Background: an optimization exercise with open tools, aiming at small area, a short achievable clock period and few clock cycles per item. Do not read the settings as production practice. Function was checked by simulation only, so behaviour that the tests miss may differ from the original. The flow treats the clock pin as an ideal source. Dropping or thinning the clock tree relies on that and would not hold on a real chip. Power and IR drop assume default switching activity.

Design at_response_line_parser_unit, start of the top module:
module at_response_line_parser_unit (
	input  logic         clk,
	input  logic         arst_n,
	input  logic         in_valid,
	input  logic [7:0]   in_data,
	output logic         in_ready,
	output logic         out_valid,
	input  logic         out_ready,
	output logic [1:0]   out_kind,
	output logic [7:0]   out_byte,
	output logic         out_line_ok,
	output logic [15:0]  out_bad_line_count,
	output logic         out_last
);
Settings: LEC_CHECK=0, CAP_MARGIN=20, CORE_MARGIN=2, CORE_UTILIZATION=40, GPL_ROUTABILITY_DRIVEN=1, PLACE_DENSITY=0.6, SLEW_MARGIN=20, SYNTH_HIERARCHICAL=1, SYNTH_MINIMUM_KEEP_SIZE=0; clock period 14.0 ns.
standard.sh (not shown) runs the stock make flow with config.mk's settings and CLKGATE_MAP_FILE= SYNTH_SCRIPT=/design/flow/synth_recipe.tcl, a recipe that flattens the netlist after the stock synthesis.
==> flow/flow/run.sh <==
#!/bin/bash
# The standard layout with these changes:
#  - synthesis restructures the logic with ABC's &deepsyn and maps it with ABC's
#    delay-targeted 'map' (flow/map.abc);
#  - the ports get plain sky130_fd_sc_hd__buf_1 buffers;
#  - the clock tree is one level: the flip-flops are split into 4 groups by position and
#    each group gets a clkbuf_16 driven from the clock port (flow/clock_tree.tcl), in
#    place of ORFS's CTS step;
#  - timing repair after placement and after global routing only resizes gates, and aims
#    at 10.5 ns of setup slack at the design's 14 ns clock (ORFS's own repair aims at
#    0 ns, which every path meets with room to spare).
set -euo pipefail
work=$PWD
# Synthesis: the standard flow's script, with the logic mapped by flow/map.abc (delay-targeted 'map')
# instead of ORFS's abc_speed script.
cat > "$work/my_synth.tcl" <<EOT
proc abc {args} {
  set i [lsearch \$args -script]
  if {\$i >= 0} { lset args [expr {\$i + 1}] $work/flow/map.abc }
  yosys abc {*}\$args
}
source $work/synth_recipe.tcl
EOT
sed "s#SYNTH_SCRIPT=[^ ]*#SYNTH_SCRIPT=$work/my_synth.tcl#" standard.sh > my_standard.sh
export BUFFER_PORTS_ARGS="-buffer_cell sky130_fd_sc_hd__buf_1"
bash my_standard.sh place > flow_place.log 2>&1
export SETUP_SLACK_MARGIN=10.5
export SETUP_MOVE_SEQUENCE=sizeup,swap
RESULTS_DIR=$work/orfs/results/sky130hd/at_response_line_parser_unit/base \
LIB_FILE=$FLOW_HOME/platforms/sky130hd/lib/sky130_fd_sc_hd__tt_025C_1v80.lib \
PLATFORM_DIR=$FLOW_HOME/platforms/sky130hd \
DONT_USE_CELLS="$(make -s -C $FLOW_HOME DESIGN_CONFIG=$work/config.mk WORK_HOME=$work/orfs print-DONT_USE_CELLS | sed 's/^DONT_USE_CELLS: //')" \
CLK_GROUPS=4 CLK_CELL=sky130_fd_sc_hd__clkbuf_16 \
  openroad -no_init -exit flow/clock_tree.tcl > flow_clock_tree.log 2>&1
bash my_standard.sh finish > flow_finish.log 2>&1
==> flow/flow/map.abc <==
strash
&get -n
&deepsyn -I 2 -J 50
&put
dch
map -D 2000
topo
stime -c
buffer -c
upsize -c
dnsize -c
Other scripts of this flow, unchanged in this note and not shown: flow/flow/clock_tree.tcl
The baseline completed with no timing, DRC or antenna violations.
Testbench counts at the start, summed over its fixed seeds: cycles 71,637, bytes 57,729.
Rerun with:
==> flow/flow/map.abc (replaced) <==
strash
&get -n
&deepsyn -I 2 -J 50
&put
dch
map -D 1200
topo
stime -c
buffer -c
upsize -c
dnsize -c
--- a/flow/config.mk
+++ b/flow/config.mk
@@ -12,4 +12,2 @@
 export PLACE_DENSITY = 0.6
 export SLEW_MARGIN = 20
-export SYNTH_HIERARCHICAL = 1
-export SYNTH_MINIMUM_KEEP_SIZE = 0
=> Sequential share of layout area climbs by 1.1 points; clock skew climbs by 0.022 ns; worst setup slack loses 0.81 ns; routed wire length climbs by 11%; global-route usage climbs by 2.2 points; design area drops by 2.6%; combinational power drops by 43%; clock power hardly moves.
Rerun with:
==> flow/flow/map.abc (replaced) <==
strash
&get -n
&deepsyn -I 2 -J 50
&put
dch
map -D 1600
topo
stime -c
buffer -c
upsize -c
dnsize -c
--- a/flow/config.mk
+++ b/flow/config.mk
@@ -8,6 +8,8 @@
 export CAP_MARGIN = 20
 export CORE_MARGIN = 2
-export CORE_UTILIZATION = 40
+export CORE_UTILIZATION = 30
 export GPL_ROUTABILITY_DRIVEN = 1
 export PLACE_DENSITY = 0.6
 export SLEW_MARGIN = 20
+export SYNTH_HIERARCHICAL = 1
+export SYNTH_MINIMUM_KEEP_SIZE = 0
Outcome: The changed run finished clean; core utilization is lower by 10 points; hold slack is about the same; total power is higher by 33%; sequential share of layout area is lower by 0.39 points; via count is lower by 6.1%.
Rerun with:
==> flow/flow/map.abc (replaced) <==
strash
&get -n
&deepsyn -I 2 -J 50
&put
dch -f
map -D 1600
topo
stime -c
buffer -c
upsize -c
dnsize -c
--- a/flow/config.mk
+++ b/flow/config.mk
@@ -8,5 +8,5 @@
 export CAP_MARGIN = 20
 export CORE_MARGIN = 2
-export CORE_UTILIZATION = 30
+export CORE_UTILIZATION = 40
 export GPL_ROUTABILITY_DRIVEN = 1
 export PLACE_DENSITY = 0.6
Result: Maximum frequency increases slightly; wire length decreases by a few percent; die area fell by a quarter to a third; worst setup slack improves by 0.035 ns.
In every run of this note, the design's own scripts or RTL, not TritonCTS, make the clock network.

---

Setup of JK:
at_response_line_parser_unit again, from the RTL that the note above started with.
clock: 14.0 ns
lec_check: 0
cap_margin: 20
core_margin: 2
core_utilization: 40
gpl_routability_driven: 1
place_density: 0.6
slew_margin: 20
synth_hierarchical: 1
synth_minimum_keep_size: 0
==> flow/flow/clock_tree.tcl <==
# Clock distribution: the flip-flops are split into K groups by position (k-means) and each
# group gets one clock buffer at its centre, driven straight from the clock port.
proc my_clock_tree {K cell} {
  set block [ord::get_db_block]
  set clknet [$block findNet clk]
  set pts {}
  set its [$clknet getITerms]
  foreach it $its {
    set bb [[$it getInst] getBBox]
    lappend pts [list [expr {([$bb xMin] + [$bb xMax]) / 2}] [expr {([$bb yMin] + [$bb yMax]) / 2}]]
  }
  set n [llength $pts]
  # initial centres: sorted by x+y, evenly spaced
  set order [lsort -integer -indices [lmap p $pts {expr {[lindex $p 0] + [lindex $p 1]}}]]
  set ctr {}
  for {set k 0} {$k < $K} {incr k} {
    lappend ctr [lindex $pts [lindex $order [expr {int(($k + 0.5) * $n / $K)}]]]
  }
  for {set iter 0} {$iter < 50} {incr iter} {
    set asg {}
    foreach p $pts {
      set best 0; set bd 1e30
      for {set k 0} {$k < $K} {incr k} {
        set c [lindex $ctr $k]
        set d [expr {abs([lindex $p 0] - [lindex $c 0]) + abs([lindex $p 1] - [lindex $c 1])}]
        if {$d < $bd} { set bd $d; set best $k }
      }
      lappend asg $best
    }
    set new {}
    for {set k 0} {$k < $K} {incr k} {
      set sx 0; set sy 0; set m 0
      foreach p $pts a $asg { if {$a == $k} { incr sx [lindex $p 0]; incr sy [lindex $p 1]; incr m } }
      if {$m > 0} { lappend new [list [expr {$sx / $m}] [expr {$sy / $m}]] } else { lappend new [lindex $ctr $k] }
    }
    set ctr $new
  }
  set master [[ord::get_db] findMaster $cell]
  for {set k 0} {$k < $K} {incr k} {
    set buf [odb::dbInst_create $block $master clkbuf_leaf_$k]
    set net [odb::dbNet_create $block clknet_leaf_$k]
    $net setSigType CLOCK
    [$buf findITerm A] connect $clknet
    [$buf findITerm X] connect $net
    set c [lindex $ctr $k]
    $buf setLocation [lindex $c 0] [lindex $c 1]
    $buf setPlacementStatus PLACED
    foreach it $its a $asg { if {$a == $k} { $it disconnect; $it connect $net } }
  }
}

# Replaces the CTS step: reads the placed design, adds the clock buffers, legalizes and
# writes the CTS results the later ORFS steps read.
set R $::env(RESULTS_DIR)
read_db $R/3_place.odb
read_liberty $::env(LIB_FILE)
read_sdc $R/3_place.sdc
source $::env(PLATFORM_DIR)/setRC.tcl
my_clock_tree $::env(CLK_GROUPS) $::env(CLK_CELL)
detailed_placement
set_propagated_clock [all_clocks]
estimate_parasitics -placement
set_dont_use $::env(DONT_USE_CELLS)
repair_timing -setup -setup_margin $::env(SETUP_SLACK_MARGIN) -sequence $::env(SETUP_MOVE_SEQUENCE) -skip_last_gasp
detailed_placement
check_placement -verbose
estimate_parasitics -placement
report_clock_latency
report_checks -path_delay max -group_path_count 5 -format end
write_db $R/4_1_cts.odb
write_db $R/4_cts.odb
write_sdc $R/4_cts.sdc
==> flow/flow/map.abc <==
strash
&get -n
&deepsyn -I 2 -J 50
&put
dch
map -D 1600
topo
stime -c
buffer -c
upsize -c
dnsize -c
Scripts as last shown in full above: flow/flow/run.sh
No stage failed in JK, and the final checks on the layout all came back clean.
Testbench counts of JK, summed over its fixed seeds: cycles 71,637, bytes 57,729.
What MS does differently from JK at the input level:
# JK
export LEC_CHECK = 0
export CAP_MARGIN = 20
export CORE_MARGIN = 2
export CORE_UTILIZATION = 40
export GPL_ROUTABILITY_DRIVEN = 1
export PLACE_DENSITY = 0.6
export SLEW_MARGIN = 20
export SYNTH_HIERARCHICAL = 1
export SYNTH_MINIMUM_KEEP_SIZE = 0
create_clock -name core_clock -period 14.0 [get_ports {clk}]
# MS
export LEC_CHECK = 0
export CAP_MARGIN = 20
export CORE_MARGIN = 2
export CORE_UTILIZATION = 50
export GPL_ROUTABILITY_DRIVEN = 1
export PLACE_DENSITY = 0.6
export SLEW_MARGIN = 20
export SYNTH_HIERARCHICAL = 1
export SYNTH_MINIMUM_KEEP_SIZE = 0
create_clock -name core_clock -period 14.0 [get_ports {clk}]
## What came out
- Diff JK and MS: layout overhead on the synthesized area higher in JK
- Static leakage essentially unchanged between JK and MS.
- Taking JK as the reference point, the via count of MS falls by about 1.2%.
- In terms of power, JK and MS differ only marginally.
- MS: cell count after placement is 5.0% lower than what JK reported.
- MS: peak per-stage delay on the critical path is 0.05 ns lower than what JK reported.
The following lists how AL was set up differently from MS:
# MS
export LEC_CHECK = 0
export CAP_MARGIN = 20
export CORE_MARGIN = 2
export CORE_UTILIZATION = 50
export GPL_ROUTABILITY_DRIVEN = 1
export PLACE_DENSITY = 0.6
export SLEW_MARGIN = 20
export SYNTH_HIERARCHICAL = 1
export SYNTH_MINIMUM_KEEP_SIZE = 0
create_clock -name core_clock -period 14.0 [get_ports {clk}]
# AL
export LEC_CHECK = 0
export CAP_MARGIN = 20
export CORE_MARGIN = 2
export CORE_UTILIZATION = 40
export GPL_ROUTABILITY_DRIVEN = 1
export PLACE_DENSITY = 0.6
export SLEW_MARGIN = 20
export SYNTH_HIERARCHICAL = 1
export SYNTH_MINIMUM_KEEP_SIZE = 0
create_clock -name core_clock -period 14.0 [get_ports {clk}]
-- flow/flow/map.abc --
<<< MS, line 6
map -D 1600
>>> AL, line 6
map -D 2600
Findings:
AL: done, clean on timing, DRC and antenna
AL against MS: boundary pin count has remained practically unchanged, leakage power summed over all cells has increased, relative contribution of sequential cells to total power has decreased, register area has remained practically unchanged.
Looking at capturing element of the worst setup path, the out_valid result is from MS; the in_ready one comes from AL.
Taking MS as the reference, in AL average cell area after synthesis rose 0.47%; power share of the combinational group went up; post-route minimum period dropped 0.0090 ns.
What TR does differently from AL at the input level:
-- flow/flow/map.abc --
<<< AL, line 6
map -D 2600
>>> TR, line 6
map -D 1200
Findings:
TR: full flow OK, the timing, design-rule and antenna checks passed
In the metrics for AL and TR, the one carrying the lower net switching fraction of the power is TR.
Changes observed in TR relative to AL: initial detailed-routing violation count increased 71, final cell count fell by 1.1%.
Diff AL and TR: area growth from synthesis to layout higher in TR
Edits applied to the flow inputs when going from TR to PW:
-- flow/flow/run.sh --
<<< TR, line 6
#  - the clock tree is one level: the flip-flops are split into 4 groups by position and
>>> PW, line 6
#  - the clock tree is one level: the flip-flops are split into 3 groups by position and
<<< TR, line 33
CLK_GROUPS=4 CLK_CELL=sky130_fd_sc_hd__clkbuf_16 \
>>> PW, line 33
CLK_GROUPS=3 CLK_CELL=sky130_fd_sc_hd__clkbuf_16 \
-- flow/flow/map.abc --
<<< TR, line 6
map -D 1200
>>> PW, line 6
map -D 1600
Compared with TR, PW shows a lower cell area after layout.
TR reports its slowest cell on the critical path as sky130_fd_sc_hd__dfrtp_2 while PW reports sky130_fd_sc_hd__dfstp_2.
Of PW and TR, the run reporting the lower number of placement rows was PW.
Between PW and TR, the via count of the first global-routing pass is higher for TR.
Comparing arrival time at the worst endpoint for PW and TR, the bigger number came from PW.
met1 track demand over resource in global routing down 0.27 points in PW wrt TR
When the final numbers for PW and TR were put side by side, the core utilization turned out to be smaller in TR.
Area growth from synthesis to layout: PW and TR compared, lower one is PW
Final hold slack: PW vs TR, no meaningful difference
Row largest stage delay on the critical path: PW higher / TR lower
TR consumes more power than PW.
No run of this note takes its clock network from TritonCTS; it comes from the design's own scripts or RTL.

==> afterwards: timing with drivers on the ports <==
No port has a modelled driver above. Below, the same layouts with a new extraction and two added sets of constraints. Step 1 assumes that a clkbuf_16 drives the clock port and a buf_2 every other input. Step 2 also shifts input and output timing later by t, the mid clock arrival at the registers, as if the neighbouring blocks saw the same clock. Three values: ideal ports, drivers, drivers and shift; two values: the first two.
run | t (ns) | slack for setup (ns) | hold slack, ns
the first run of note 1 | 0.204 | 10.424 / 10.348 / 10.321 | 0.451 / 0.451 / 0.451
the second run of note 1 | 0.206 | 9.615 / 9.659 / 9.453 | 0.448 / 0.448 / 0.448
the third run of note 1 | 0.218 | 10.390 / 10.307 / 10.334 | 0.451 / 0.451 / 0.451
the fourth run of note 1 | 0.208 | 10.425 / 10.345 / 10.292 | 0.447 / 0.447 / 0.447
JK | 0.211 | 10.423 / 10.343 / 10.316 | 0.448 / 0.448 / 0.448
MS | 0.210 | 10.415 / 10.336 / 10.334 | 0.450 / 0.450 / 0.450
AL | 0.204 | 10.424 / 10.348 / 10.321 | 0.451 / 0.451 / 0.451
TR | 0.214 | 10.428 / 10.349 / 10.278 | 0.451 / 0.451 / 0.451
PW | 0.206 | 10.404 / 10.340 / 10.290 | 0.452 / 0.452 / 0.452
After both steps setup and hold are still met in every run listed. The setup slack of the second run of note 1, which loses most, moves by +0.044 ns with the drivers and by -0.162 ns with both steps.
